Source: an optimization exercise on an open RTL-to-GDS flow (aim: small area, a short achievable clock period and few clock cycles per item). Production flows keep margins and buffers that such runs may drop.
At most, simulation tests tie the RTL to the original design; equivalence was not proved.

lane 1:
==> flow/design.v (excerpt) <==
module sparse_dot_top #(
    parameter int MAX_ROWS = sparse_pkg::MAX_DIM,
    parameter int MAX_COLS = sparse_pkg::MAX_DIM
) (
    input  logic                                  clk,
    input  logic                                  rst,
    input  logic                                  load_en,
    input  sparse_pkg::bank_e                     load_bank,
    input  logic [sparse_pkg::INDEX_W-1:0]        load_index,
    input  sparse_pkg::word_t                     load_data,
    input  logic                                  start,
    input  logic [sparse_pkg::DIM_W-1:0]          num_rows,
    input  logic [sparse_pkg::DIM_W-1:0]          num_cols,
    input  logic [sparse_pkg::LANES*MAX_ROWS-1:0] bitmap_a,
    input  logic [sparse_pkg::LANES*MAX_COLS-1:0] bitmap_b,
    output logic                                  busy,
    output logic                                  done,
    output logic                                  result_valid,
    output logic [sparse_pkg::DIM_W-1:0]          result_row,
    output logic [sparse_pkg::DIM_W-1:0]          result_col,
    output sparse_pkg::acc_t                      result_value
);
Size in the first run: ~3,200 cells after synthesis, ~800 flip-flops, ~110 I/O pins, ~41,000 sq um of cells after synthesis.
clock: 10.0 ns
lec_check: 0
abc_clock_period_in_ps: 3000
cap_margin: 20
core_margin: 2
core_utilization: 60
slew_margin: 20
standard.sh (not shown) runs the stock make flow with config.mk's settings and CLKGATE_MAP_FILE= SYNTH_SCRIPT=/design/flow/synth_recipe.tcl, a recipe that flattens the netlist after the stock synthesis.
==> flow/flow/run.sh <==
#!/bin/bash
# The standard layout, with timing repair aiming below the design's clock
# period (the SDC is unchanged; only the repair margin is raised). Extra make
# variables, one per line, come from flow/args.txt.
set -euo pipefail
mapfile -t ARGS < flow/args.txt
bash standard.sh "${ARGS[@]}" finish > standard_finish.log 2>&1
==> flow/flow/args.txt <==
SETUP_SLACK_MARGIN=6.8
Lane 1 completed end to end with timing, DRC and antenna clean.
Testbench counts of lane 1, summed over its fixed seeds: cycles 10,520, items 9,944.
Edits applied to the flow inputs when going from lane 1 to lane 2:
Settings: an added CTS_CLUSTER_DIAMETER of 80; an added CTS_CLUSTER_SIZE of 30.
==> flow/flow/args.txt <==
SETUP_SLACK_MARGIN=6.7
BUFFER_PORTS_ARGS=-buffer_cell sky130_fd_sc_hd__buf_2
### Flow results
- Fraction of area in non-clock buffers in lane 2 is 1.9 points lower than in lane 1
- The final weighted congestion in routability-driven placement of lane 2 falls short of that of lane 1 by 1.3%.
- Delta (lane 2 minus lane 1): initial antenna violation count moved down; layout overhead on the synthesized area moved down; global-route usage moved down.
- Lane 1 → lane 2: worst slack after detailed placement moved up, finished layout cell area went down by about 5.5%, detailed router's first-iteration violation count decreased by 61 relative to the old numbers.
Inputs modified between lane 2 and lane 3:
Settings: GPL_TIMING_DRIVEN now 1, previously not set.
--- outcome ---
No run among lane 2 and lane 3 stopped early or left any final violation; all are clean. Delta (lane 3 minus lane 2): met2 track demand over resource in global routing did not really move, number of global-route vias before repair flat. Looking at lane 2 and lane 3, the required time of the critical path is a wash. Summary of lane 3 over lane 2: total of cells resized after clock tree synthesis level.

Another version of the RTL of sparse_dot_top (not shown whole).
Size in the first run: roughly 3000 cells after synthesis, about 110 I/O pins, ~0.040 mm² of cells after synthesis.
export LEC_CHECK = 0
export ABC_CLOCK_PERIOD_IN_PS = 3000
export CAP_MARGIN = 20
export CORE_MARGIN = 2
export CORE_UTILIZATION = 55
export CTS_CLUSTER_DIAMETER = 80
export CTS_CLUSTER_SIZE = 30
export SLEW_MARGIN = 20
create_clock -name core_clock -period 10.0 [get_ports {clk}]
==> flow/flow/args.txt <==
SETUP_SLACK_MARGIN=6.6
BUFFER_PORTS_ARGS=-buffer_cell sky130_fd_sc_hd__buf_2
Scripts as last shown in full above: flow/flow/run.sh
The starting point completed without violations.
Next try:
- ABC_AREA: unset -> 1
- ABC_CLOCK_PERIOD_IN_PS: 3000 -> unset
- CORE_UTILIZATION: 55 -> 60
The changed run finished with timing, DRC and antenna clean.
Setup slack gains 92 ps.
Synthesized area is higher by 5.3%.
Synthesized cell count is higher by 47%.
Next try:
- ABC_AREA: 1 -> unset
- ABC_CLOCK_PERIOD_IN_PS: unset -> 3000
The new run completed without violations. Wire length drops by a little under a tenth. Core utilization grows by 1.3 points. Cell area shrinks by a few percent. Cell count shrinks by a quarter to a third. Via count fell by roughly a tenth.
No functional check of the RTL was part of any run of this note.

Setup of JK:
sparse_dot_top, a different RTL version from the one above (not shown whole).
Size in the first run: ~3200 cells after synthesis, roughly 830 flip-flops, about 110 I/O pins, about 0.042 mm^2 of cells after synthesis.
==> flow/config.mk <==
export PLATFORM = sky130hd
export DESIGN_NAME = sparse_dot_top
export DESIGN_NICKNAME = sparse_dot_top
export VERILOG_FILES = /design/flow/design.v
export SDC_FILE = /design/flow/constraint.sdc
export NUM_CORES = 4
export LEC_CHECK = 0
export ABC_CLOCK_PERIOD_IN_PS = 3000
export CAP_MARGIN = 20
export CORE_MARGIN = 2
export CORE_UTILIZATION = 50
export SLEW_MARGIN = 20
==> flow/constraint.sdc <==
create_clock -name core_clock -period 10.0 [get_ports {clk}]
set_input_delay 2.0000 -clock core_clock [delete_from_list [all_inputs] [get_ports {clk}]]
set_output_delay 2.0000 -clock core_clock [all_outputs]
set_load 0.01 [all_outputs]
==> flow/flow/run.sh <==
#!/bin/bash
# The standard layout, with timing repair aiming well below the design's
# clock period (the SDC is unchanged; only the repair margin is raised).
set -euo pipefail
MARGIN=$(cat flow/margin.txt)
bash standard.sh SETUP_SLACK_MARGIN=$MARGIN finish > standard_finish.log 2>&1
==> flow/flow/margin.txt <==
6.7
Testbench counts of JK, summed over its fixed seeds: cycles 10,520, items 9,944.
Here is what was changed in the inputs of MS compared with JK.
==> flow/flow/margin.txt <==
7.0
Findings:
- Comparing MS and JK, the higher first-iteration DRC count was measured on JK.
- Wire length of the first global-routing pass ends up lower on MS.
- JK -> MS: wire length decreased slightly
- Number of cells on the critical path in MS is 1 above JK.
- Lower met2 global-route usage was reported by MS, not JK.
- When the final numbers for MS and JK were put side by side, the met3 layer wire length in the routed design turned out to be smaller in JK.
The inputs of AL differ from those of MS as listed below.
==> flow/flow/margin.txt <==
6.4
### Flow results
Area share of buffers outside the clock network in AL vs MS: down 4.1 points. AL: all stages complete, timing, DRC and antenna checks passed. AL vs. MS: fraction of the core area covered by cells at the end of the flow shrank by 4.5 points; setup slack after layout shrank by 30 ps; cell area after placement shrank by 370 um^2; number of fill cells in the layout grew by 412. From MS to AL the numbers moved as follows: number of detailed-route iterations in the first pass moved down, overall routed net length moved up.

RTL: one of the versions met above, not the one the previous note started from.
Size: ~110 I/O pins, ~41000 um2 of cells after synthesis.
clock: 10.0 ns
lec_check: 0
abc_clock_period_in_ps: 3000
cap_margin: 20
core_margin: 2
core_utilization: 60
cts_cluster_diameter: 70
cts_cluster_size: 35
slew_margin: 20
==> flow/flow/run.sh <==
#!/bin/bash
# The standard layout, with timing repair aiming below the design's clock
# period (the SDC is unchanged; only the repair margin is raised). Extra make
# variables, one per line, come from flow/args.txt.
set -euo pipefail
mapfile -t ARGS < flow/args.txt
bash standard.sh "${ARGS[@]}" finish > standard_finish.log 2>&1
==> flow/flow/args.txt <==
SETUP_SLACK_MARGIN=6.7
BUFFER_PORTS_ARGS=-buffer_cell sky130_fd_sc_hd__buf_2
Testbench counts at the start, summed over its fixed seeds: cycles 10,520, items 9,944.
Change:
==> flow/flow/args.txt (replaced) <==
SETUP_SLACK_MARGIN=6.5
BUFFER_PORTS_ARGS=-buffer_cell sky130_fd_sc_hd__buf_2
CTS_CLUSTER_DIAMETER = 80   (was 70)
CTS_CLUSTER_SIZE = 30   (was 35)
After rerunning: First-iteration DRC count went up by 9.5%; non-clock buffer count decreases by 20; wire length is higher by 1.3%; setup slack gets worse by 0.26 ns; critical path depth drops by 8; die area does not change; design area goes down by about 2.5%; hold slack got worse by 0.0044 ns; sequential share of layout area is higher by 0.98 points; via count stays flat.
Change:
==> flow/flow/args.txt (replaced) <==
SETUP_SLACK_MARGIN=6.6
BUFFER_PORTS_ARGS=-buffer_cell sky130_fd_sc_hd__buf_2
What happened:
- worst setup slack gains 0.23 ns
- global-route usage shrinks by 0.32 points
- cell area grows slightly
Change:
==> flow/flow/args.txt (replaced) <==
SETUP_SLACK_MARGIN=6.6
CTS_CLUSTER_DIAMETER = unset   (was 80)
CTS_CLUSTER_SIZE = unset   (was 30)
Effect: The new run ran to the end with no violations. Sequential share of layout area goes down by 2.5 points. Non-clock buffer count goes up by 37. Fmax goes up by about 0.8%. Area after synthesis does not change. Hold slack gets worse by 0.0089 ns. Count of clock-buffer cells in the layout goes up by 54. Routed wire length goes up by 3.7%. Cell area goes up by about 5.5%. Critical path depth goes down by 2.

Setup of lagoon:
sparse_dot_top again, from the RTL that the note above started with.
export LEC_CHECK = 0
export ABC_CLOCK_PERIOD_IN_PS = 3000
export CAP_MARGIN = 20
export CORE_MARGIN = 2
export CORE_UTILIZATION = 60
export CTS_CLUSTER_DIAMETER = 80
export CTS_CLUSTER_SIZE = 30
export SLEW_MARGIN = 20
create_clock -name core_clock -period 10.0 [get_ports {clk}]
==> flow/flow/args.txt <==
SETUP_SLACK_MARGIN=6.65
BUFFER_PORTS_ARGS=-buffer_cell sky130_fd_sc_hd__buf_2
Scripts as last shown in full above: flow/flow/run.sh
Both conditions hold for lagoon: the flow ran to the end and the final layout passed the timing, design-rule and antenna checks.
Testbench counts of lagoon, summed over its fixed seeds: cycles 10,520, items 9,944.
diff inputs: lagoon => violet
Settings: PLACE_DENSITY: unset -> 0.5.
==> flow/flow/args.txt <==
SETUP_SLACK_MARGIN=6.7
BUFFER_PORTS_ARGS=-buffer_cell sky130_fd_sc_hd__buf_2
Notes after the runs:
Comparing violet against lagoon, there is no change at all in sequential cell count. Relative to lagoon, share of post-route cells with drive strength above 1 has increased by 1.4 points in violet. Cmp lagoon and violet / count of clock buffers in the final design / lower: lagoon. lagoon → violet: non-clock buffer instance count of the final layout went up 25; number of antenna violations at the first check in global routing went down. As far as wire length reported by the detailed router is concerned, violet and lagoon perform about the same. On violet: required time of the critical path is 0.03 ns lower than what lagoon gave.
What nickel does differently from violet at the input level:
Settings: removing PLACE_DENSITY (formerly 0.5).
==> flow/flow/args.txt <==
SETUP_SLACK_MARGIN=6.75
BUFFER_PORTS_ARGS=-buffer_cell sky130_fd_sc_hd__buf_2
## What came out
Going from violet to nickel, the worst hold slack was found to have gone down by 0.0054 ns.
Diff violet -> nickel: total routing resource utilization after global routing went up by 0.40 points, relative area of clock buffers and inverters in the final design grew by 0.21 points, final critical-path required period saw an increase.
violet → nickel: post-layout worst setup margin lost 0.075 ns, register-to-register slack lost 0.07 ns.
Reported for nickel and violet, synthesized area per cell turned out identical to the last digit.
--- input diff nickel..zinc ---
Settings: CORE_UTILIZATION: 60 -> 70.
==> flow/flow/args.txt <==
SETUP_SLACK_MARGIN=6.6
BUFFER_PORTS_ARGS=-buffer_cell sky130_fd_sc_hd__buf_2
[summary]
Wire: zinc routes less than nickel
nickel → zinc: cell area after synthesis shows no meaningful change, layout overhead on the synthesized area saw a decrease, relative slew slack went down.
Relative to nickel, worst setup slack has increased by 0.023 ns in zinc.
Going from nickel to zinc, routed length per placed instance moved down, non-clock buffer instance count of the final layout moved down.
Worst hold slack: zinc < nickel
Every stage of the flow completed for zinc, and the final layout passed the timing, design-rule and antenna checks.

[re-timing with driven ports]
The flow's constraints put no driver on any port. The routed layouts listed below were extracted and timed again, unchanged, in two steps. Step 1: set_driving_cell puts a clkbuf_16 on clk and a buf_2 on each other input, an assumption about the parent block. Step 2 also shifts input and output timing later by t, the mid clock arrival at the registers, as if the neighbouring blocks saw the same clock. a / b / c = ideal / step 1 / step 2; a / b = the first two.
| run | shift t [ns] | slack for setup (ns) | worst setup path at the end | clock arrival spread, ns | worst slew at a driven data input, ns |
|---|---|---|---|---|---|
| lane 1 | 0.708 | 6.615 / 6.615 / 6.120 | input to register | 0.042 / 0.041 | 0.07 |
| lane 2 | 0.661 | 6.685 / 6.685 / 6.108 | input to register | 0.053 / 0.054 | 0.05 |
| lane 3 | 0.661 | 6.685 / 6.685 / 6.108 | input to register | 0.053 / 0.054 | 0.05 |
| the first run of note 2 | 0.676 | 6.537 / 6.537 / 6.003 | input to register | 0.048 / 0.049 | 0.04 |
| the second run of note 2 | 0.680 | 6.630 / 6.630 / 6.061 | input to register | 0.049 / 0.049 | 0.05 |
| the third run of note 2 | 0.665 | 6.579 / 6.579 / 6.019 | input to register | 0.042 / 0.042 | 0.05 |
| JK | 0.703 | 6.516 / 6.516 / 6.022 | input to register | 0.042 / 0.042 | 0.05 |
| MS | 0.704 | 6.456 / 6.456 / 6.379 | input to register | 0.029 / 0.030 | 0.07 |
| AL | 0.706 | 6.426 / 6.411 / 5.761 | input to register | 0.058 / 0.057 | 0.05 |
| the first run of note 4 | 0.672 | 6.660 / 6.660 / 6.117 | input to register | 0.076 / 0.076 | 0.05 |
| the second run of note 4 | 0.674 | 6.396 / 6.438 / 5.764 | input to register | 0.064 / 0.064 | 0.05 |
| the third run of note 4 | 0.671 | 6.628 / 6.628 / 6.065 | input to register | 0.052 / 0.052 | 0.05 |
| the fourth run of note 4 | 0.710 | 6.655 / 6.636 / 5.986 | input to register | 0.060 / 0.060 | 0.05 |
| lagoon | 0.680 | 6.607 / 6.607 / 6.086 | input to register | 0.048 / 0.048 | 0.05 |
| violet | 0.661 | 6.685 / 6.685 / 6.108 | input to register | 0.053 / 0.054 | 0.05 |
| nickel | 0.677 | 6.610 / 6.610 / 6.208 | input to register | 0.049 / 0.048 | 0.06 |
| zinc | 0.663 | 6.633 / 6.633 / 6.016 | input to register | 0.046 / 0.046 | 0.05 |
After both steps every run listed still meets setup and hold. The setup slack of the fourth run of note 4, which loses most, moves by -0.019 ns with the drivers and by -0.669 ns with both steps.
